This design comes from an exercise in tuning for small area and a short achievable clock period on the open sky130 flow, not from production work. In this exercise RTL edits were held to simulation tests only and were not proved equivalent to the original. Power figures rest on the tool's default switching activity, not on a simulated workload.

$ cat run.sh
#!/bin/bash
# synth_recipe.tcl (not shown) runs the flow's synth.tcl, then flattens the netlist and writes it again
# the make line also repeats each setting of config.mk as NAME=value (left out here)
make -C /OpenROAD-flow-scripts/flow DESIGN_CONFIG=/design/flow/config.mk WORK_HOME=/design/flow/orfs CLKGATE_MAP_FILE= SYNTH_SCRIPT=/design/flow/synth_recipe.tcl finish
$ cat config.mk
export PLATFORM = sky130hd
export DESIGN_NAME = sprite_table_top
export DESIGN_NICKNAME = sprite_table_top
export VERILOG_FILES = /design/flow/design.v
export SDC_FILE = /design/flow/constraint.sdc
export NUM_CORES = 4
export LEC_CHECK = 0
export ABC_AREA = 1
export CAP_MARGIN = 20
export CORE_MARGIN = 2
export CORE_UTILIZATION = 70
export CTS_BUF_LIST = sky130_fd_sc_hd__clkbuf_8
export CTS_CLUSTER_SIZE = 20
export SETUP_SLACK_MARGIN = 3.5
export SLEW_MARGIN = 20
$ cat design.v
`default_nettype none
package sprite_pkg;
	localparam int COORD_W = 9;  
	localparam int WORD_W  = 32;  
	localparam int INDEX_W = 5;  
	localparam int OFFSET_LSB = 0;
	localparam int Y_LSB      = 9;
	localparam int X_LSB      = 18;
	localparam int ATTR_W     = 3 * COORD_W;  
	localparam logic [WORD_W-1:0] NO_HIT_WORD = 32'h0000_0001;
	typedef enum logic [1:0] {
		FIELD_OFFSET = 2'd0,
		FIELD_Y      = 2'd1,
		FIELD_X      = 2'd2  
	} field_sel_e;
	typedef struct packed {
		logic [COORD_W-1:0] x;  
		logic [COORD_W-1:0] y;  
		logic [COORD_W-1:0] offset;  
	} sprite_attr_t;
	typedef struct packed {
		logic [COORD_W-1:0] x;
		logic [COORD_W-1:0] y;
	} check_t;
	typedef struct packed {
		logic [INDEX_W-1:0] index;  
		field_sel_e         field;
		logic [WORD_W-1:0]  data;  
	} wr_req_t;
endpackage
`default_nettype wire
`timescale 1ns/1ns
`default_nettype none
module sprite_hit_detect (
	input  wire       valid,
	input  wire [8:0] ex,
	input  wire [8:0] ey,
	input  wire [8:0] cx,
	input  wire [3:0] ch,
	input  wire [4:0] cl,
	input  wire       c_hi,  
	output logic      hit,
	output logic      inh  
);
	function automatic logic le5(input logic [4:0] a, input logic [4:0] b);
		logic gt;
		logic eqh;
		gt  = 1'b0;
		eqh = 1'b1;
		for (int k = 4; k >= 0; k--) begin
			gt  = gt | (eqh & a[k] & ~b[k]);
			eqh = eqh & ~(a[k] ^ b[k]);
		end
		le5 = ~gt;
	endfunction
	wire [4:0] yhp = {1'b0, ey[8:5]} + 5'd1;
	wire [5:0] w   = {1'b0, ey[4:0]} + 6'd19;
	wire xe = (ex == cx);
	wire e1 = (ey[8:5] == ch);
	wire e0 = (yhp == {1'b0, ch});
	wire le = le5(ey[4:0], cl);
	wire gc = le5(cl, w[4:0]);
	wire ge = c_hi ? (w[5] || gc) : (w[5] && gc);
	assign inh = e1;
	assign hit = valid && xe && ((e1 && le && (ge || !c_hi)) || (e0 && ge && !c_hi));
endmodule
`default_nettype wire
`timescale 1ns/1ns
`default_nettype none
module sprite_priority_sel #(
	parameter int N = 31,  
	parameter int W = 15
) (
	input  wire [N:1]     hit,
	input  wire [N*W-1:0] data,  
	output logic          found,
	output logic [W-1:0]  word
);
	localparam int G = (N + 1 + 3) / 4;
	logic [G-1:0] gany;
	logic [W-1:0] gword [G];
	always_comb begin
		for (int g = 0; g < G; g++) begin
			logic seen;
			seen     = 1'b0;
			gword[g] = '0;
			for (int k = 0; k < 4; k++) begin
				int i;
				i = 4 * g + k;
				if (i >= 1 && i <= N) begin
					if (hit[i] && !seen)
						gword[g] = gword[g] | data[(i-1)*W +: W];
					seen = seen || hit[i];
				end
			end
			gany[g] = seen;
		end
	end
	always_comb begin
		found = 1'b0;
		word  = '0;
		for (int g = 0; g < G; g++) begin
			if (gany[g] && !found)
				word = word | gword[g];
			found = found || gany[g];
		end
	end
endmodule
`default_nettype wire
`timescale 1ns/1ns
`default_nettype none
module sprite_table_top (
	input  wire        clk,
	input  wire        rst_n,
	input  wire        write,
	input  wire [38:0] wr_req,  
	input  wire [17:0] check,  
	output logic [31:0] read_data,
	output logic        success
);
	localparam int N = 31;  
	wire [4:0] idx = wr_req[38:34];
	wire [1:0] fld = wr_req[33:32];
	wire [8:0] cx  = check[17:9];
	wire [8:0] cy  = check[8:0];
	logic [8:0] ex [1:N];
	logic [8:0] ey [1:N];
	logic [8:0] eo [1:N];
	logic [N:1] valid;
	wire [8:0] dx = wr_req[26:18] & {9{rst_n}};
	wire [8:0] dy = wr_req[17:9]  & {9{rst_n}};
	wire [8:0] doff = wr_req[8:0] & {9{rst_n}};
	always_ff @(posedge clk) begin
		for (int i = 1; i <= N; i++) begin
			if (!rst_n || (write && idx == 5'(i) && fld == 2'd2)) ex[i] <= dx;
			if (!rst_n || (write && idx == 5'(i) && fld == 2'd1)) ey[i] <= dy;
			if (!rst_n || (write && idx == 5'(i) && fld == 2'd0)) eo[i] <= doff;
			valid[i] <= rst_n && (valid[i] || (write && idx == 5'(i) && fld != 2'd3));
		end
	end
	always_ff @(posedge clk) begin
		success <= rst_n && write && idx != 5'd0 && fld != 2'd3;
	end
	wire [3:0] ch   = cy[8:5];
	wire [4:0] cl   = cy[4:0];
	wire       c_hi = (cl >= 5'd19);
	logic [N:1]      hit;
	logic [N:1]      inh;
	logic [N*18-1:0] data;
	wire             lk = rst_n && !write;  
	for (genvar i = 1; i <= N; i++) begin : g_ent
		sprite_hit_detect hit_i (
			.valid(valid[i] && lk),
			.ex   (ex[i]),
			.ey   (ey[i]),
			.cx   (cx),
			.ch   (ch),
			.cl   (cl),
			.c_hi (c_hi),
			.hit  (hit[i]),
			.inh  (inh[i])
		);
		assign data[(i-1)*18 +: 18] = {ey[i], eo[i]};
	end
	logic        found;
	logic [17:0] word;
	sprite_priority_sel #(
		.N(N),
		.W(18)
	) priority_sel_i (
		.hit  (hit),
		.data (data),
		.found(found),
		.word (word)
	);
	always_ff @(posedge clk) begin
		read_data <= {5'b0, cx & {9{found}}, word[17:1], word[0] || !found};
	end
endmodule
`default_nettype wire
$ cat constraint.sdc
create_clock -name core_clock -period 7.0 [get_ports {clk}]
set_input_delay 1.4000 -clock core_clock [delete_from_list [all_inputs] [get_ports {clk}]]
set_output_delay 1.4000 -clock core_clock [all_outputs]
set_load 0.01 [all_outputs]
==> impl_metrics.tcl, run 1 <==
set metrics [dict create \
    cp_num_cells 16 \
    hold_class "reg -> reg" \
    rows 97 \
    fin_area_um2 57400 \
    cts.sinks 896 \
    drive_gt1_frac 0.140 \
    worstSetupStartpoint "check[9]" \
    final_max_slew_viol_count 0 \
    dieArea_um2 72700 \
    finalWirelength_mm 160 \
    ir_worst_vdd_uv 276 \
    rsz0062_at_grt "yes" \
    path_class "in -> reg" \
    holdBufCountCts 0 \
    clkTransAtPathRegs_ns 0.06 \
    reg2reg_to "read_data[0]$_DFF_P_" \
    clk_path_buf_depth 3 \
    synthTopCellsByArea "edfxtp_1, nand2_1, nand3_1, inv_1, ha_1" \
    synth-edff-count 837 \
    crit_slowest_cell "nor3_4" \
    r2r-start "ey[4][0]$_DFFE_PP_" \
    gp_congestion 0.976 \
    dp_hpwl_mm 96.1 \
    synth_cell_type_count 62 \
    numCtsBuffers 145 \
    drc 0 \
    drt_iter0_markers 6686 \
    place_area_um2 51000 \
    critPathLaunchType "input pin" \
    r2r_cells 25 \
    worst_slack_ns 3.36 \
    cts_tree "yes" \
    pin_count 93 \
    grt_pass1_vias 39032 \
    synth_top_area_share 0.509 \
    cp.arrival_ns 4.27 \
    cp-endpoint "read_data[7]$_DFF_P_" \
    slew_headroom 0.241 \
    hold_start "valid[20]$_DFF_P_" \
    required_ns 7.63 \
    syn_to_final_growth_pct 16.1 \
    synth-seq-cells 896 \
    antenna_found_initial 3 \
    synth_commonest_cells "nand2_1, edfxtp_1, nand3_1" \
    worst_pin_slew_ns 1.14 \
    wire_per_inst_um 23.6 \
    grt_start_max_net_pins 86 \
    hold_violations 0 \
    run_status "no timing/DRC/antenna violations" \
    p_per_area_nw_per_um2 224 \
    slowest_delay_ns 0.29 \
    clock_latency_ns 0.84 \
    async_flop_share 0 \
    clock_skew_ns 0.0431 \
    reg2reg_slack_ns 3.53 \
    io_buffers 82 \
    post-route-util 0.821 \
    syn_avg_cell_area_um2 9.12 \
    setup_violations 0 \
    drt_first_pass_iters 9 \
    final.period_utilization 0.520 \
    yosysMostFrequentCell "nand2_1" \
    max_freq_mhz 275 \
    die_x_um 270 \
    ys_seq_area_frac 0.533 \
    gr-usage-all-layers 0.412 \
    crit_fanout 10 \
    syn-instance-count 5418 \
    worstPathCellList "clkdlybuf4s15_1, buf_12, buf_8, buf_4, o21ai_0, a211oi_1, nand3_2, a21oi_1, nand2_2, nand3_4, buf_12, nor3_1, nor2_1, nor2_1, nor3_4, nand4_1" \
    synth_area_um2 49400 \
    p_leak_nw 23.9 \
    fin_crit_ns 3.64 \
    start_util 0.707 \
    htreeDepth 4 \
    place_ws_ns 0.975 \
    critical_path.top_delay_family "simple AND/OR/NAND/NOR gates" \
    gr-total-overflow 0 \
    cts-root-buf "clkbuf_8" \
    ys_warn_count 10 \
    die_h_um 270 \
    vias 42853 \
    synth_ff_type "edfxtp_1" \
    drv_cap 0 \
    path_buf_inv 5 \
    cp-end-kind "register" \
    antenna_left 0 \
    nNetsFinal 5905 \
    grt_pass1_wl_mm 225 \
    synth_top_area_cell "edfxtp_1" \
    coreArea_um2 69900 \
    fin_cells 6784 \
    dp.cells 6347 \
    fin_tns_setup_ns 0 \
    via_per_inst 6.32 \
]
cell usage in the layout, fill, tap and decap left out, types with 59 or more instances in the layout:
| cell type | n |
|---|---|
| nand3_1 | 503 |
| clkdlybuf4s50_1 | 62 |
| inv_1 | 530 |
| xor2_1 | 142 |
| nand4_1 | 168 |
| o21ai_0 | 260 |
| dfxtp_1 | 59 |
| edfxtp_1 | 837 |
| clkbuf_8 | 153 |
| o21ai_1 | 67 |
| buf_4 | 215 |
| nor2_1 | 293 |
| a21oi_1 | 71 |
| nand2_1 | 1436 |
| xnor2_1 | 134 |
| o22ai_1 | 76 |
| ha_1 | 121 |
where the power goes:
group          leakage [nW]  internal, mW  switching (mW)
sequential             8.55          6.32           0.256
clock                  1.66          2.23            2.21
combinational          13.7         0.650            1.18
routing by layer:
metal | up-vias | GRT usage | share of wire
met5 | - | 0 | 0
met4 | 0 | 0.222 | 0.067
met3 | 734 | 0.0877 | 0.14
met2 | 3248 | 0.652 | 0.45
met1 | 19701 | 0.535 | 0.34
li1 | 19170 | - | -
registers in the layout, summed over array words and instances, names as in the netlist:
signal / cells
read_data: 27
valid: 31
success: 1
eo: 279
ey: 279
ex: 279
per-stage QoR:
stage	hold WS [ns]	total power [mW]
finish	0.461	12.8
detailed placement	0.448	8.28
global placement	0.437	8.21
global route	0.492	13.3
floorplan	0.425	7.78
CTS	0.462	12.7
repair_timing:
item / 4_1_cts / 5_1_grt
cloned: 10 / 18
setup buffers: 53 / 84
setup endpoints to repair: 108 / 93
resized for setup: 272 / 236
pin swaps: 47 / 99
final cells by class:
class	count	area (um2)
clock buffers	153	2110
clock inverters	114	716
flip-flops and latches	896	26300
diodes	3	7.51
fillers	4313	12500
repair inverters	6	53.8
inverters	521	2240
multi-input cells	3776	21000
repair buffers	375	3790
well taps	940	1180
logic make-up after synthesis:
group	Yosys count	synth area share
compound gates	638	0.0752
xor+xnor	278	0.0493
fa+ha+maj	124	0.0314
buf+inv	763	0.0695
flops	896	0.533
other cells	1	0.0000759
simple gates	2718	0.242
worst min path at each step:
stage | endpoint | slack [ns] | cells past startpoint
finish | valid[20]$_DFF_P_ | 0.46 | 2
detailed placement | valid[4]$_DFF_P_ | 0.45 | 2
floorplan | valid[4]$_DFF_P_ | 0.43 | 2
global route | valid[20]$_DFF_P_ | 0.49 | 2
CTS | valid[24]$_DFF_P_ | 0.46 | 2
global placement | valid[19]$_DFF_P_ | 0.44 | 2
worst register-to-register path: cells and delay by family, from the launching register on:
family,cells,cell delay [ns]
DFF,1,0.39
adders and majority gates,2,0.48
buffers and inverters,7,0.54
and+or+nand+nor,15,1.81
xor gates and xnor gates,1,0.15
==> inputs of run 2 (changes only) <==
--- a/config.mk
+++ b/config.mk
@@ -13,3 +13,3 @@
 export CTS_CLUSTER_SIZE = 20
-export SETUP_SLACK_MARGIN = 3.5
+export SETUP_SLACK_MARGIN = 4.0
 export SLEW_MARGIN = 20
==> run 2 against run 1 <==
Against the previous run: die area did not move; clock-buffer cell count did not move; synthesized area did not move; sequential power barely moved; global-route usage rose by 4.0 points; largest cell class unchanged; clock power fell by 1%; synthesized cell count did not move; power rose by 1.4%.
==> impl_metrics.tcl, run 2 <==
set metrics [dict create \
    p_leak_nw 24.9 \
    critPathLaunchType "input pin" \
    syn_to_final_growth_pct 20.7 \
    synth-edff-count 837 \
    syn_avg_cell_area_um2 9.12 \
    grt_pass1_wl_mm 244 \
    coreArea_um2 69900 \
    max_freq_mhz 259 \
    io_buffers 82 \
    drc 0 \
    grt_pass1_vias 41450 \
    ys_warn_count 10 \
    holdBufCountCts 0 \
    clk_path_buf_depth 3 \
    synth_commonest_cells "nand2_1, edfxtp_1, nand3_1" \
    clock_latency_ns 0.86 \
    setup_violations 0 \
    synth_top_area_share 0.509 \
    syn-instance-count 5418 \
    fin_cells 6868 \
    required_ns 7.71 \
    drt_iter0_markers 8190 \
    cp-end-kind "register" \
    vias 45694 \
    final_max_slew_viol_count 0 \
    top_regs "eo: 279 flops, ex: 279 flops, ey: 279 flops" \
    synth-seq-cells 896 \
    cts-root-buf "clkbuf_8" \
    hold_violations 0 \
    dp_hpwl_mm 96.6 \
    finalWirelength_mm 179 \
    synth_top_area_cell "edfxtp_1" \
    r2r-start "ey[10][1]$_DFFE_PP_" \
    crit_fanout 13 \
    dieArea_um2 72700 \
    clkTransAtPathRegs_ns 0.07 \
    ys_seq_area_frac 0.533 \
    p_per_area_nw_per_um2 219 \
    via_per_inst 6.65 \
    cp.arrival_ns 4.56 \
    grt_start_max_net_pins 82 \
    antenna_left 0 \
    final_common_cell "nand2_1" \
    pin_count 93 \
    gp_congestion 1.00 \
    drv_cap 0 \
    synth_ff_type "edfxtp_1" \
    final_cell_mix "nand2_1, edfxtp_1, inv_1" \
    fin_crit_ns 3.85 \
    gr-total-overflow 0 \
    clock_skew_ns 0.0449 \
    hold_start "valid[24]$_DFF_P_" \
    nNetsFinal 5990 \
    r2r_cells 24 \
    antenna_found_initial 7 \
    final.period_utilization 0.551 \
    die_x_um 270 \
    die_h_um 270 \
    cts_tree "yes" \
    hold-path-cell-count 2 \
    drive_gt1_frac 0.182 \
    drt_first_pass_iters 15 \
    start_util 0.707 \
    synth_area_um2 49400 \
    worst_pin_slew_ns 1.07 \
    rows 97 \
    dp.cells 6308 \
    rsz0062_at_grt "yes" \
    synth_cell_type_count 62 \
    synthTopCellsByArea "edfxtp_1, nand2_1, nand3_1, inv_1, ha_1" \
    async_flop_share 0 \
    ir_worst_vdd_uv 264 \
    worstSetupStartpoint "check[4]" \
    path_class "in -> reg" \
    gr-usage-all-layers 0.451 \
    hold_class "reg -> reg" \
    wire_per_inst_um 26.1 \
    cts.sinks 896 \
    yosysMostFrequentCell "nand2_1" \
    fillCellCount 3743 \
    slew_headroom 0.286 \
    fin_tns_setup_ns 0 \
    run_status "no timing/DRC/antenna violations" \
    htreeDepth 4 \
    numCtsBuffers 144 \
]
-- run 2: cell count changes in the layout (fill, tap and decap cells not counted), moves of 27 or more --
cell,change
o21ai_2,+37
o21ai_0,-44
nand2_2,+33
dlygate4sd2_1,+27
inv_1,-38
clkdlybuf4s50_1,-28
nand2_1,-49
-- run 2: timing repair --
action / in CTS / in global routing
gates cloned: 41 / 8
setup buffers: 141 / 97
setup endpoints to repair: 510 / 603
gates resized for setup: 617 / 277
pin swaps: 138 / 145
-- run 2: report_power, final --
part / switching (mW) / internal (mW)
logic: 1.32 / 0.745
clock network: 2.24 / 2.14
registers: 0.265 / 6.32
-- run 2: cell type report --
type | count | area (um2) | area share
Tap cell | 940 | 1180 | 0.0197
Inverter | 521 | 2290 | 0.0385
Clock buffer | 153 | 2110 | 0.0353
Timing Repair inverter | 9 | 65.1 | 0.00109
Antenna cell | 4 | 10.0 | 0.000168
Multi-Input combinational cell | 3782 | 21900 | 0.368
Sequential cell | 896 | 26300 | 0.441
Timing Repair Buffer | 452 | 5110 | 0.0858
Clock inverter | 111 | 617 | 0.0103
-- run 2: final timing paths --
| check | to | slack [ns] |
|---|---|---|
| min | valid[24]$_DFF_P_ | 0.46 |
| max | read_data[16]$_DFF_P_ | 3.15 |
| max reg2reg | read_data[16]$_DFF_P_ | 3.25 |
| min reg2reg | valid[24]$_DFF_P_ | 0.46 |
-- run 2: metal layers --
metal | track usage | part of all wire | vias to the layer above
li1 | - | - | 19407
met1 | 0.565 | 0.32 | 21003
met2 | 0.699 | 0.44 | 4101
met3 | 0.108 | 0.15 | 1173
met4 | 0.309 | 0.089 | 10
met5 | 0 | 0.00036 | -
-- run 2: worst max-delay path, stage by stage --
cell      delay (ns)
buf_16          0.12
inv_12          0.07
buf_16          0.17
ha_1            0.19
a21oi_1         0.14
o21ai_0         0.13
nor3_1          0.28
nand2_1         0.14
nand2_1         0.12
nand2_2         0.09
a21oi_4         0.18
buf_4           0.14
nor2_1          0.09
nand2_2         0.21
clkinv_4        0.14
nand2_1         0.14
nand3_2         0.28
nor3_4          0.39
nand4_1         0.12
-- run 2: cell families after synthesis --
logic type,Yosys count,synth area share
AOI/OAI and AO/OA,638,0.0752
and+or+nand+nor,2718,0.242
other,1,0.0000759
DFF,896,0.533
xor gates and xnor gates,278,0.0493
buffers and inverters,763,0.0695
adders and majority gates,124,0.0314
-- run 2: stage by stage --
stage	hold slack [ns]	setup WS, ns	area, um2	power (mW)	utilization
4_1_cts	0.456	3.76	57500	12.7	0.822
5_1_grt	0.492	3.22	59600	13.4	0.853
3_3_place_gp	0.438	1.01	50700	8.20	0.725
2_1_floorplan	0.425	3.18	49400	7.78	-
3_5_place_dp	0.442	0.888	50700	8.27	0.725
6_report	0.459	3.15	59600	13.0	0.853
==> inputs of run 3 (changes only) <==
--- a/config.mk
+++ b/config.mk
@@ -10,6 +10,6 @@
 export CORE_MARGIN = 2
-export CORE_UTILIZATION = 70
+export CORE_UTILIZATION = 60
 export CTS_BUF_LIST = sky130_fd_sc_hd__clkbuf_8
 export CTS_CLUSTER_SIZE = 20
-export SETUP_SLACK_MARGIN = 4.0
+export SETUP_SLACK_MARGIN = 3.5
 export SLEW_MARGIN = 20
==> run 3 against run 2 <==
Against the previous run: synthesized cell count unchanged; clock skew rose by 0.013 ns; maximum frequency rose by 9.6%; highest routed layer is now met4; via count down 9.5%; hold slack got worse by 0.0013 ns; sequential power hardly changed; still clean on timing, DRC and antenna; synthesized area unchanged; final area is 2.7% lower; global-route usage shrank 7.8 points; critical endpoint is now read_data[6]$_DFF_P_; clock-buffer cell count grew 16.
==> impl_metrics.tcl, run 3 <==
set metrics [dict create \
    min_to "valid[13]$_DFF_P_" \
    multiInputGateArea_um2 21100 \
    grt_start_max_net_pins 90 \
    p_total_mw 13.1 \
    fin_area_um2 58000 \
    clock_skew_ns 0.0582 \
    crit_fanout 9 \
    drc 0 \
    nNetsFinal 5932 \
    gr-usage-all-layers 0.373 \
    setup_violations 0 \
    cts-root-buf "clkbuf_8" \
    synth_compound_area_frac 0.0752 \
    r2r-start "ey[4][0]$_DFFE_PP_" \
    place_area_um2 51200 \
    top_regs "eo: 279 flops, ex: 279 flops, ey: 279 flops" \
    r2r_cells 24 \
    ys_seq_area_frac 0.533 \
    synth-edff-count 837 \
    final_max_slew_viol_count 0 \
    synth_top_area_share 0.509 \
    syn_avg_cell_area_um2 9.12 \
    gr-total-overflow 0 \
    syn-instance-count 5418 \
    drv_cap 0 \
    place_ws_ns 0.769 \
    synth.area.mux_share 0 \
    start_util 0.604 \
    worst_slack_ns 3.48 \
    critical_path.top_delay_family "simple AND/OR/NAND/NOR gates" \
    run_status "no timing/DRC/antenna violations" \
    fillCellCount 6243 \
    slew_headroom 0.272 \
    vias 41334 \
    rows 105 \
    clock_latency_ns 0.83 \
    via_per_inst 5.95 \
    synth_top_family_by_area "simple AND/OR/NAND/NOR gates" \
    synth-xor-area-share 0.0493 \
    synth_ff_type "edfxtp_1" \
    htreeDepth 4 \
    hold_start "valid[13]$_DFF_P_" \
    io_buffers 82 \
    cts_tree "yes" \
    p_per_area_nw_per_um2 225 \
    p_leak_nw 24.2 \
    wire_per_inst_um 23.3 \
    antenna_found_initial 1 \
    slowest_delay_ns 0.34 \
    gp_congestion 0.974 \
    worstPathCellList "dlygate4sd2_1, inv_2, nand2_8, buf_8, nor2_2, nand2_2, nor3_4, nand3_4, a21oi_4, nand2_8, nand2_4, inv_4, nand2_4, nor2_4, buf_4, nand4_4, nor2_1, nor3_2, nand4_1" \
    fin_cells 6947 \
    reg2reg_slack_ns 3.64 \
    ys_warn_count 10 \
    drive_gt1_frac 0.148 \
    synth_fa_ha_area_frac 0.0314 \
    required_ns 7.67 \
    antenna_left 0 \
    crit_slowest_cell "nor3_2" \
    final_common_cell "nand2_1" \
    hold_class "reg -> reg" \
    drt_first_pass_iters 8 \
    critPathLaunchType "input pin" \
    synth_top_area_cell "edfxtp_1" \
    grt_pass1_vias 38425 \
    synthTopCellsByArea "edfxtp_1, nand2_1, nand3_1, inv_1, ha_1" \
    grt_pass1_wl_mm 234 \
    drt_iter0_markers 4756 \
    async_flop_share 0 \
    final.period_utilization 0.502 \
    cp.arrival_ns 4.19 \
    syn_to_final_growth_pct 17.5 \
    fin_crit_ns 3.52 \
    worst_pin_slew_ns 1.09 \
    die_x_um 291 \
    numCtsBuffers 150 \
    die_h_um 291 \
    synth_cell_type_count 62 \
    dp.cells 6481 \
    reg2reg_to "read_data[17]$_DFF_P_" \
    cp-end-kind "register" \
    synth-simple-area-share 0.242 \
    final_cell_mix "nand2_1, edfxtp_1, inv_1" \
    yosysMostFrequentCell "nand2_1" \
    hold_violations 0 \
    holdWs_ns 0.458 \
    rsz0062_at_grt "yes" \
    coreArea_um2 81800 \
    ir_worst_vdd_uv 260 \
    dp_hpwl_mm 98.9 \
    path_buf_inv 5 \
    pin_count 93 \
    finalWirelength_mm 162 \
    regArea_um2 26300 \
    clk_path_buf_depth 3 \
    synth-seq-cells 896 \
    fin_tns_setup_ns 0 \
    synth_area_um2 49400 \
    path_class "in -> reg" \
    cts.sinks 896 \
    post-route-util 0.709 \
    dieArea_um2 84600 \
    clkTransAtPathRegs_ns 0.06 \
    synth_commonest_cells "nand2_1, edfxtp_1, nand3_1" \
    hold-path-cell-count 2 \
    max_freq_mhz 284 \
]
[run 3: cell counts after synthesis]
Identical to the previous run, type by type.
[run 3: cells by family (layout without fill, tap and decap cells)]
family / Yosys count / count (layout)
AOI/OAI and AO/OA: 638 / 638
xor gates and xnor gates: 278 / 278
adders and majority gates: 124 / 124
buffers and inverters: 763 / 1200
DFF: 896 / 896
other: 1 / 7
and+or+nand+nor: 2718 / 2734
[run 3: how the worst max path moves through the flow]
stage / start / end / slack, ns / depth (start not counted)
floorplan: check[4] / read_data[10]$_DFF_P_ / 3.18 / 18
global placement: check[0] / read_data[13]$_DFF_P_ / 0.84 / 17
detailed placement: check[0] / read_data[13]$_DFF_P_ / 0.77 / 17
CTS: check[9] / read_data[8]$_DFF_P_ / 3.46 / 20
global route: check[7] / read_data[9]$_DFF_P_ / 3.46 / 21
finish: write / read_data[6]$_DFF_P_ / 3.48 / 19
[run 3: layer usage]
layer	GRT usage	up-vias	share of wire
li1	-	19277	-
met1	0.488	19342	0.38
met2	0.597	2209	0.46
met3	0.0661	506	0.10
met4	0.200	0	0.059
met5	0	-	0
[run 3: final cells by class]
| type | count | area share |
|---|---|---|
| diodes | 2 | 0.0000863 |
| clock buffers | 169 | 0.0401 |
| clock inverters | 110 | 0.0119 |
| inverters | 521 | 0.0381 |
| multi-input cells | 3779 | 0.363 |
| flip-flops and latches | 896 | 0.454 |
| well taps | 1070 | 0.0231 |
| repair buffers | 393 | 0.0694 |
| repair inverters | 7 | 0.00101 |
[run 3: worst register-to-register path: cells and delay by family, from the launching register on]
kind,cells,cell delay [ns]
xor gates and xnor gates,1,0.16
AOI/OAI and AO/OA,1,0.18
buffers and inverters,6,0.53
and+or+nand+nor,14,1.45
DFF,1,0.39
adders and majority gates,2,0.46
[run 3: power breakdown]
| group | total [mW] | internal [mW] | switching [mW] |
|---|---|---|---|
| combinational | 1.84 | 0.667 | 1.18 |
| sequential | 6.57 | 6.32 | 0.243 |
| clock | 4.64 | 2.41 | 2.23 |
| total | 13.1 | 9.40 | 3.65 |
[run 3: what timing repair did]
item,CTS,global route
hold endpoints to repair,0,0
hold buffers,0,0
endpoints found under the setup margin,63,45
resized for setup,306,197
cloned,24,11
buffers inserted,88,61
pin swaps,69,101
==> inputs of run 4 (changes only) <==
--- a/design.v
+++ b/design.v
@@ -39,2 +39,4 @@
 	input  wire [3:0] ch,
+	input  wire [3:0] chm1,  
+	input  wire       chnz,  
 	input  wire [4:0] cl,
@@ -55,3 +57,2 @@
 	endfunction
-	wire [4:0] yhp = {1'b0, ey[8:5]} + 5'd1;
 	wire [5:0] w   = {1'b0, ey[4:0]} + 6'd19;
@@ -59,3 +60,3 @@
 	wire e1 = (ey[8:5] == ch);
-	wire e0 = (yhp == {1'b0, ch});
+	wire e0 = (ey[8:5] == chm1) && chnz;
 	wire le = le5(ey[4:0], cl);
@@ -146,2 +147,4 @@
 	wire       c_hi = (cl >= 5'd19);
+	wire [3:0] chm1 = ch - 4'd1;
+	wire       chnz = |ch;
 	logic [N:1]      hit;
@@ -157,2 +160,4 @@
 			.ch   (ch),
+			.chm1 (chm1),
+			.chnz (chnz),
 			.cl   (cl),
--- a/config.mk
+++ b/config.mk
@@ -10,6 +10,6 @@
 export CORE_MARGIN = 2
-export CORE_UTILIZATION = 60
+export CORE_UTILIZATION = 70
 export CTS_BUF_LIST = sky130_fd_sc_hd__clkbuf_8
 export CTS_CLUSTER_SIZE = 20
-export SETUP_SLACK_MARGIN = 3.5
+export SETUP_SLACK_MARGIN = 4.0
 export SLEW_MARGIN = 20
==> run 4 against run 3 <==
Against the previous run: still clean; cell count down 6.8%; critical endpoint is now read_data[15]$_DFF_P_; synthesized area shrank 2.4%; sequential power about the same; synthesized cell count decreased by 5.8%; clock skew fell by 0.0013 ns.
==> impl_metrics.tcl, run 4 <==
set metrics [dict create \
    synth_ff_type "edfxtp_1" \
    grt_start_max_net_pins 78 \
    r2r_cells 22 \
    wire_per_inst_um 26.3 \
    slew_headroom 0.206 \
    gr-total-overflow 0 \
    holdWs_ns 0.462 \
    syn-instance-count 5105 \
    yosysMostFrequentCell "nand2_1" \
    start_util 0.705 \
    place_ws_ns 1.14 \
    synth_area_um2 48200 \
    die_x_um 266 \
    setup_violations 0 \
    io_buffers 82 \
    via_per_inst 6.62 \
    run_status "no timing/DRC/antenna violations" \
    fin_tns_setup_ns 0 \
    worst_pin_slew_ns 1.19 \
    htreeDepth 4 \
    rows 96 \
    hold-path-cell-count 2 \
    grt_pass1_vias 39910 \
    final_common_cell "nand2_1" \
    switching_share 0.286 \
    path_class "in -> reg" \
    min_to "valid[21]$_DFF_P_" \
    worst_slack_ns 3.21 \
    drt_first_pass_iters 12 \
    crit_fanout 49 \
    synth-seq-cells 896 \
    fin_crit_ns 3.79 \
    pwr-share-clk 0.336 \
    holdBufCountCts 0 \
    drt_iter0_markers 6639 \
    clkTransAtPathRegs_ns 0.06 \
    final_max_slew_viol_count 0 \
    required_ns 7.70 \
    ir_worst_vdd_uv 303 \
    cellInternalPower_mw 9.17 \
    clock_latency_ns 0.86 \
    post-route-util 0.843 \
    async_flop_share 0 \
    synth_top_area_share 0.521 \
    numCtsBuffers 145 \
    hold_violations 0 \
    synth_top_area_cell "edfxtp_1" \
    vias 42852 \
    hold_class "reg -> reg" \
    synth-edff-count 837 \
    r2r-start "ey[4][1]$_DFFE_PP_" \
    critPathLaunchType "input pin" \
    final_cell_mix "nand2_1, edfxtp_1, inv_1" \
    ys_seq_area_frac 0.546 \
    antenna_left 0 \
    cts_tree "yes" \
    dieArea_um2 71000 \
    pwr-share-seq 0.511 \
    dp_hpwl_mm 93.2 \
    final.period_utilization 0.541 \
    pin_count 93 \
    syn_avg_cell_area_um2 9.44 \
    antenna_found_initial 8 \
    reg2reg_to "read_data[11]$_DFF_P_" \
    hold_start "valid[21]$_DFF_P_" \
    clk_path_buf_depth 3 \
    syn_to_final_growth_pct 19.5 \
    rsz0062_at_grt "yes" \
    grt_pass1_wl_mm 239 \
    switching_power_mw 3.67 \
    cts-root-buf "clkbuf_8" \
    top_regs "eo: 279 flops, ex: 279 flops, ey: 279 flops" \
    die_h_um 266 \
    cp-end-kind "register" \
    synth_cell_type_count 67 \
    synthTopCellsByArea "edfxtp_1, nand2_1, nand3_1, o21ai_0, inv_1" \
    drive_gt1_frac 0.184 \
    finalWirelength_mm 170 \
    synth_commonest_cells "nand2_1, edfxtp_1, nand3_1" \
    max_freq_mhz 264 \
    nNetsFinal 5630 \
    drc 0 \
    gr-usage-all-layers 0.464 \
    ys_warn_count 10 \
    reg2reg_slack_ns 3.30 \
    coreArea_um2 68300 \
    clock_skew_ns 0.0569 \
    comb_power_share 0.153 \
    drv_cap 0 \
    cp.arrival_ns 4.49 \
    p_leak_nw 24.0 \
    p_per_area_nw_per_um2 223 \
    cts.sinks 896 \
    gp_congestion 0.966 \
]
-- run 4: cell types whose count changed after synthesis, sizes merged, moves of 21 or more --
cell	change
ha	-29
nor3	-30
nand2	-88
inv	-85
xnor2	-21
a21oi	+31
nand4	-37
xor2	+28
nand3	-105
-- run 4: layout make-up --
type                    instances  area (um2)
inverters                     432        1890
multi-input cells            3557       20600
flip-flops and latches        896       26300
clock inverters               101         543
well taps                     882        1100
diodes                          5        12.5
repair buffers                435        4890
repair inverters                8        72.6
clock buffers                 156        2150
fillers                      3777       10700
-- run 4: critical path, stage by stage --
cell	delay [ns]
buf_2	0.12
clkbuf_8	0.40
o22ai_1	0.17
inv_1	0.11
nand2_1	0.10
nand2_1	0.17
nand2_1	0.14
a21oi_4	0.26
nand2_8	0.11
nand3_4	0.12
buf_12	0.13
buf_12	0.10
nor2_1	0.04
nor2_1	0.13
nand2_1	0.26
a21oi_2	0.24
nand3_2	0.16
nor2_4	0.17
nand4_1	0.10
-- run 4: power by group through the flow --
stage               Combinational (mW)  Sequential, mW  Clock, mW
floorplan                         1.13            6.59          0
global placement                  1.49            6.64          0
detailed placement                1.53            6.65          0
CTS                               1.78            6.54       4.26
global route                      2.08            6.60       4.51
finish                            1.96            6.56       4.32
-- run 4: worst max-delay path by stage --
stage | start | to | slack (ns)
floorplan | check[6] | read_data[12]$_DFF_P_ | 3.13
CTS | check[6] | read_data[12]$_DFF_P_ | 3.69
global route | check[3] | read_data[15]$_DFF_P_ | 3.20
detailed placement | check[9] | read_data[11]$_DFF_P_ | 1.14
finish | check[3] | read_data[15]$_DFF_P_ | 3.21
global placement | check[9] | read_data[11]$_DFF_P_ | 1.23
-- run 4: metal layers --
metal	track usage	wire length, um	vias up
met1	0.574	55000	19834
met3	0.140	26700	1055
met5	0	39	-
li1	-	-	18359
met4	0.346	15200	6
met2	0.694	73000	3598
-- run 4: cells by family (layout without fill, tap and decap cells) --
family,after synthesis,after routing,share of synthesized area
simple gates,2454,2464,0.225
flops,896,896,0.546
compound gates,708,708,0.0863
buf+inv,666,1132,0.0631
xor+xnor,285,285,0.0549
fa+ha+maj,95,95,0.0247
other cells,1,10,0.0000778
-- run 4: stage by stage --
stage                     power, mW  cell area [um2]  std cells
after floorplan                7.73            48400       5109
after global routing           13.2            57600       6470
after detailed placement       8.18            49500       5940
after CTS                      12.6            56600       6429
final                          12.8            57600       6472
after global placement         8.13            49500       5938
-- run 4: timing repair --
item	in CTS	in global routing
gates resized for setup	554	179
endpoints found under the setup margin	641	662
pin swaps	133	119
hold endpoints to repair	0	0
cloned	36	2
buffers inserted	196	35
==> inputs of run 5 (changes only) <==
--- a/config.mk
+++ b/config.mk
@@ -13,3 +13,3 @@
 export CTS_CLUSTER_SIZE = 20
-export SETUP_SLACK_MARGIN = 4.0
+export SETUP_SLACK_MARGIN = 3.5
 export SLEW_MARGIN = 20
==> run 5 against run 4 <==
Against the previous run: hold slack hardly changed; first-iteration DRC count is 7.6% lower; maximum frequency is 3.3% higher; die area stayed put; register-to-register slack better by 0.20 ns; clock-buffer cell count is 2 higher; sequential share of layout area is 1.0 points higher; critical path type unchanged; largest cell class unchanged.
==> impl_metrics.tcl, run 5 <==
set metrics [dict create \
    run_status "no timing/DRC/antenna violations" \
    cp.arrival_ns 4.36 \
    final_common_cell "nand2_1" \
    synth_top_area_share 0.521 \
    crit_slowest_cell "buf_4" \
    final_max_slew_viol_count 0 \
    via_per_inst 6.43 \
    die_x_um 266 \
    gp_congestion 0.988 \
    final_cell_mix "nand2_1, edfxtp_1, inv_1" \
    drc 0 \
    synth-seq-cells 896 \
    final.period_utilization 0.524 \
    start_util 0.705 \
    cts-root-buf "clkbuf_8" \
    synth_commonest_cells "nand2_1, edfxtp_1, nand3_1" \
    ys_warn_count 10 \
    clkTransAtPathRegs_ns 0.06 \
    slowest_delay_ns 0.47 \
    syn_avg_cell_area_um2 9.44 \
    syn_to_final_growth_pct 16.8 \
    worst_pin_slew_ns 1.14 \
    place_area_um2 49800 \
    required_ns 7.69 \
    holdBufCountCts 0 \
    wl_met3_mm 23.2 \
    synth-edff-count 837 \
    vias 41290 \
    path_buf_inv 4 \
    htreeDepth 4 \
    wl_met1_mm 54.5 \
    path_class "in -> reg" \
    max_freq_mhz 273 \
    gr-total-overflow 0 \
    gr-usage-all-layers 0.437 \
    fin_crit_ns 3.67 \
    synth_ff_type "edfxtp_1" \
    pin_count 93 \
    crit_fanout 25 \
    path_common_cell "nor2_1" \
    synth_area_um2 48200 \
    setup_violations 0 \
    nNetsFinal 5574 \
    post-route-util 0.824 \
    synth_top_area_cell "edfxtp_1" \
    worst_slack_ns 3.33 \
    hold_class "reg -> reg" \
    async_flop_share 0 \
    wl_met2_mm 70.5 \
    rsz0062_at_grt "yes" \
    drt_iter0_markers 6133 \
    numCtsBuffers 144 \
    place_ws_ns 1.10 \
    clock_latency_ns 0.84 \
    ir_worst_vdd_uv 259 \
    dp_hpwl_mm 94.3 \
    cts_tree "yes" \
    fin_area_um2 56300 \
    hold_violations 0 \
    ys_seq_area_frac 0.546 \
    fillCellCount 4047 \
    critical_path.top_delay_family "simple AND/OR/NAND/NOR gates" \
    p_per_area_nw_per_um2 227 \
    grt_pass1_wl_mm 227 \
    drv_cap 0 \
    grt_pass1_vias 38220 \
    drt_first_pass_iters 8 \
    topRoutingLayerUsed "met5" \
    top_regs "eo: 279 flops, ex: 279 flops, ey: 279 flops" \
    clock_skew_ns 0.0537 \
    worstPathCellList "buf_6, inv_8, buf_4, nor2_1, or2_2, a211oi_2, nand2_1, nand2_2, nand2_4, buf_4, nand4_1, nand3_1, nor2_1, nor2_1, nor3_4, nand4_1" \
    wire_per_inst_um 25.1 \
    finalWirelength_mm 161 \
    clk_path_buf_depth 3 \
    cp-end-kind "register" \
    grt_start_max_net_pins 73 \
    cts.sinks 896 \
    die_h_um 266 \
    drive_gt1_frac 0.154 \
    slew_headroom 0.241 \
    yosysMostFrequentCell "nand2_1" \
    dieArea_um2 71000 \
    rows 96 \
    synthTopCellsByArea "edfxtp_1, nand2_1, nand3_1, o21ai_0, inv_1" \
    antenna_left 0 \
    antenna_found_initial 6 \
    syn-instance-count 5105 \
    synth_cell_type_count 67 \
    io_buffers 82 \
    fin_tns_setup_ns 0 \
    p_leak_nw 23.3 \
    critPathLaunchType "input pin" \
    coreArea_um2 68300 \
]
==> run 5: cell counts after synthesis <==
No cell type changed its count.
==> run 5: cell type report <==
class	instances	area (um2)	area share
Timing Repair inverter	7	62.6	0.00111
Antenna cell	1	2.50	0.0000444
Inverter	432	1870	0.0331
Clock buffer	158	2170	0.0386
Timing Repair Buffer	378	4210	0.0747
Tap cell	882	1100	0.0196
Sequential cell	896	26300	0.467
Multi-Input combinational cell	3560	20000	0.355
Clock inverter	110	603	0.0107
==> run 5: path summary, 6_finish.rpt <==
path                       from               endpoint  slack [ns]  depth (start not counted)
min           valid[25]$_DFF_P_      valid[25]$_DFF_P_        0.46                          2
min reg2reg   valid[25]$_DFF_P_      valid[25]$_DFF_P_        0.46                          2
max reg2reg  ey[4][0]$_DFFE_PP_  read_data[14]$_DFF_P_        3.50                         22
max                    check[7]  read_data[11]$_DFF_P_        3.33                         16
==> run 5: tightest hold or removal path, cell delays in order, from the launching register on <==
cell     delay, ns
dfxtp_1       0.33
nand2_1       0.05
o21ai_0       0.05
==> run 5: what timing repair did <==
action                     CTS  global route
pin swaps                   84            87
hold endpoints to repair     0             0
buffers inserted            99            49
cloned                      23             9
setup endpoints to repair  137            61
resized for setup          297           165
==> run 5: metrics by stage <==
step | hold WS, ns | instances | total power [mW]
after floorplan | 0.425 | 5109 | 7.72
after global placement | 0.433 | 5969 | 8.14
after detailed placement | 0.444 | 5972 | 8.20
after CTS | 0.464 | 6362 | 12.6
after global routing | 0.484 | 6424 | 13.2
final | 0.462 | 6424 | 12.8
==> run 5: routing by layer <==
| metal | global-route usage | vias to the layer above |
|---|---|---|
| met1 | 0.544 | 19162 |
| li1 | - | 18243 |
| met3 | 0.123 | 767 |
| met4 | 0.292 | 4 |
| met2 | 0.672 | 3114 |
| met5 | 0 | - |
==> run 5: cell families (layout without fill, tap and decap cells) <==
group                      count (synthesis)  in the layout  synth area share
AOI/OAI and AO/OA                        708            708            0.0863
xor gates and xnor gates                 285            285            0.0549
adders and majority gates                 95             95            0.0247
buffers and inverters                    666           1085            0.0631
DFF                                      896            896             0.546
other                                      1              6         0.0000778
and+or+nand+nor                         2454           2467             0.225
==> run 5: report_power, final <==
| part | switching (mW) | internal (mW) | leakage (nW) |
|---|---|---|---|
| Combinational | 1.19 | 0.658 | 13.2 |
| Clock | 2.21 | 2.16 | 1.62 |
| Sequential | 0.234 | 6.32 | 8.55 |
| Total | 3.63 | 9.14 | 23.3 |
==> inputs of run 6 (changes only) <==
--- a/config.mk
+++ b/config.mk
@@ -10,3 +10,3 @@
 export CORE_MARGIN = 2
-export CORE_UTILIZATION = 70
+export CORE_UTILIZATION = 60
 export CTS_BUF_LIST = sky130_fd_sc_hd__clkbuf_8
==> run 6 against run 5 <==
Against the previous run: cell count grew 3.3%; final area grew 2.1%; sequential power is essentially flat; via count shrank 2.1%; flip-flop and latch count is the same; setup slack gained 0.066 ns; hold slack lost 0.0046 ns; largest cell class unchanged.
==> impl_metrics.tcl, run 6 <==
set metrics [dict create \
    final_common_cell "nand2_1" \
    path_class "in -> reg" \
    synth_commonest_cells "nand2_1, edfxtp_1, nand3_1" \
    worst_pin_slew_ns 1.10 \
    drv_cap 0 \
    grt_pass1_vias 36777 \
    clk_path_buf_depth 3 \
    top_regs "eo: 279 flops, ex: 279 flops, ey: 279 flops" \
    grt_start_max_net_pins 74 \
    cp.arrival_ns 4.28 \
    crit_slowest_cell "clkbuf_4" \
    clock_latency_ns 0.83 \
    fin_tns_setup_ns 0 \
    grt_pass1_wl_mm 229 \
    drc 0 \
    r2r_cells 20 \
    drt_iter0_markers 5097 \
    fillCellCount 5839 \
    clock_skew_ns 0.0566 \
    syn-instance-count 5105 \
    clkTransAtPathRegs_ns 0.06 \
    async_flop_share 0 \
    gr-usage-all-layers 0.381 \
    synth_top_area_share 0.521 \
    vias 40418 \
    cp-end-kind "register" \
    syn_avg_cell_area_um2 9.44 \
    start_util 0.608 \
    p_leak_nw 23.6 \
    synth_top_area_cell "edfxtp_1" \
    yosysMostFrequentCell "nand2_1" \
    rows 103 \
    synth_ff_type "edfxtp_1" \
    drt_first_pass_iters 8 \
    via_per_inst 6.09 \
    antenna_found_initial 1 \
    wire_per_inst_um 24.6 \
    io_buffers 82 \
    r2r-start "ey[3][1]$_DFFE_PP_" \
    pin_count 93 \
    run_status "no timing/DRC/antenna violations" \
    reg2reg_slack_ns 3.57 \
    cts-root-buf "clkbuf_8" \
    fin_crit_ns 3.60 \
    synth_area_um2 48200 \
    ir_worst_vdd_uv 185 \
    coreArea_um2 79300 \
    worstPathCellList "clkbuf_4, buf_12, xor2_1, nor2_1, nor3b_2, nand3_2, a21oi_2, nand2_2, nand3_4, inv_4, nand2_8, clkinvlp_4, a21oi_2, nand3_2, nor2_4, nand4_1" \
    synth_cell_type_count 67 \
    htreeDepth 4 \
    die_h_um 287 \
    rsz0062_at_grt "yes" \
    final.period_utilization 0.514 \
    crit_fanout 13 \
    multiInputGateArea_um2 20200 \
    post-route-util 0.726 \
    max_freq_mhz 278 \
    hold_start "valid[7]$_DFF_P_" \
    regArea_um2 26300 \
    setup_violations 0 \
    ys_seq_area_frac 0.546 \
    numCtsBuffers 150 \
    holdBufCountCts 0 \
    antenna_left 0 \
    synth-seq-cells 896 \
    dieArea_um2 82600 \
    die_x_um 287 \
    final_max_slew_viol_count 0 \
    dp_hpwl_mm 97.7 \
    hold_class "reg -> reg" \
    slowest_delay_ns 0.25 \
    synth-edff-count 837 \
    syn_to_final_growth_pct 19.3 \
    ys_warn_count 10 \
    cts_tree "yes" \
    synthTopCellsByArea "edfxtp_1, nand2_1, nand3_1, o21ai_0, inv_1" \
    hold-path-cell-count 2 \
    p_per_area_nw_per_um2 231 \
    min_to "valid[7]$_DFF_P_" \
    gr-total-overflow 0 \
    hold_violations 0 \
    final_cell_mix "nand2_1, edfxtp_1, inv_1" \
    drive_gt1_frac 0.173 \
    reg2reg_to "read_data[13]$_DFF_P_" \
    gp_congestion 0.977 \
    slew_headroom 0.259 \
    holdWs_ns 0.457 \
    required_ns 7.68 \
    cts.sinks 896 \
    nNetsFinal 5624 \
    critPathLaunchType "input pin" \
    finalWirelength_mm 163 \
]
## run 6: cell counts after synthesis
No cell type changed its count.
## run 6: worst max-delay path by stage
stage                    from                     to
floorplan            check[6]  read_data[12]$_DFF_P_
global placement     check[9]  read_data[10]$_DFF_P_
detailed placement   check[9]  read_data[10]$_DFF_P_
CTS                     write  read_data[10]$_DFF_P_
global route         check[4]   read_data[7]$_DFF_P_
finish              check[14]  read_data[13]$_DFF_P_
## run 6: repair_timing
| action | CTS | global route |
|---|---|---|
| endpoints found under the setup margin | 89 | 27 |
| resized for setup | 321 | 249 |
| buffers inserted | 99 | 91 |
| cloned | 22 | 9 |
| pin swaps | 68 | 142 |
| hold endpoints to repair | 0 | 0 |
## run 6: logic make-up after synthesis
| group | after synthesis | share of synthesized area |
|---|---|---|
| xor+xnor | 285 | 0.0549 |
| fa+ha+maj | 95 | 0.0247 |
| flops | 896 | 0.546 |
| other cells | 1 | 0.0000778 |
| buf+inv | 666 | 0.0631 |
| compound gates | 708 | 0.0863 |
| simple gates | 2454 | 0.225 |
## run 6: cell type report
class,instances,share of cell area
Antenna cell,3,0.000130
Clock buffer,164,0.0392
Clock inverter,103,0.0151
Inverter,432,0.0337
Multi-Input combinational cell,3557,0.351
Sequential cell,896,0.457
Tap cell,1050,0.0228
Timing Repair Buffer,425,0.0798
Timing Repair inverter,7,0.000979
## run 6: layer usage
layer  global-route usage  vias up  part of all wire
met4                0.186        0             0.057
li1                     -    18315                 -
met1                0.514    19139              0.38
met3               0.0719      528              0.11
met5                    0        -                 0
met2                0.595     2436              0.45
## run 6: critical path, delay by kind of cell
family,cells,cell delay (ns)
simple gates,9,1.45
buf+inv,4,0.81
compound gates,2,0.42
xor+xnor,1,0.17
## run 6: report_power, final
group | internal (mW) | switching (mW) | leakage, nW
registers | 6.32 | 0.225 | 8.55
clock network | 2.64 | 2.24 | 1.75
logic | 0.672 | 1.17 | 13.3
total | 9.64 | 3.64 | 23.6
## run 6: per-stage QoR
stage	power, mW	area [um2]	setup WS [ns]	std cells
3_5_place_dp	8.22	50000	1.06	6146
5_1_grt	13.7	57500	3.38	6635
2_1_floorplan	7.72	48400	3.13	5109
4_1_cts	13.2	55700	3.49	6534
3_3_place_gp	8.18	50000	1.11	6142
6_report	13.3	57500	3.40	6637

[separate check: timing with driven ports]
How much do the figures lean on ideal ports? The routed layouts below were timed once more, with nothing changed but the port constraints. Step 1 assumes that a clkbuf_16 drives the clock port and a buf_2 every other input. Step 2 moves the port delays by t, midway between the first and last clock arrival at a register: inputs arrive t later, outputs are due t later. That takes back most of the time a late clock gives input paths. a / b / c = ideal ports / drivers / drivers and shift; a / b = the first two.
| run | shift t [ns] | setup slack, ns | worst register clock-pin slew, ns | worst data-port slew with drivers (ns) |
|---|---|---|---|---|
| run 1 | 0.885 | 3.363 / 3.390 / 2.505 | 0.07 / 0.07 | 0.25 |
| run 2 | 0.891 | 3.146 / 3.065 / 2.175 | 0.08 / 0.08 | 0.31 |
| run 3 | 0.876 | 3.484 / 3.417 / 2.541 | 0.07 / 0.07 | 0.28 |
| run 4 | 0.888 | 3.213 / 3.089 / 2.201 | 0.08 / 0.08 | 0.27 |
| run 5 | 0.875 | 3.335 / 3.220 / 2.345 | 0.07 / 0.07 | 0.29 |
| run 6 | 0.867 | 3.401 / 3.442 / 2.575 | 0.07 / 0.07 | 0.07 |
After both steps every run listed still meets setup and hold. For run 4, which loses most, drivers alone change the setup slack by -0.124 ns; drivers and shift together by -1.012 ns.
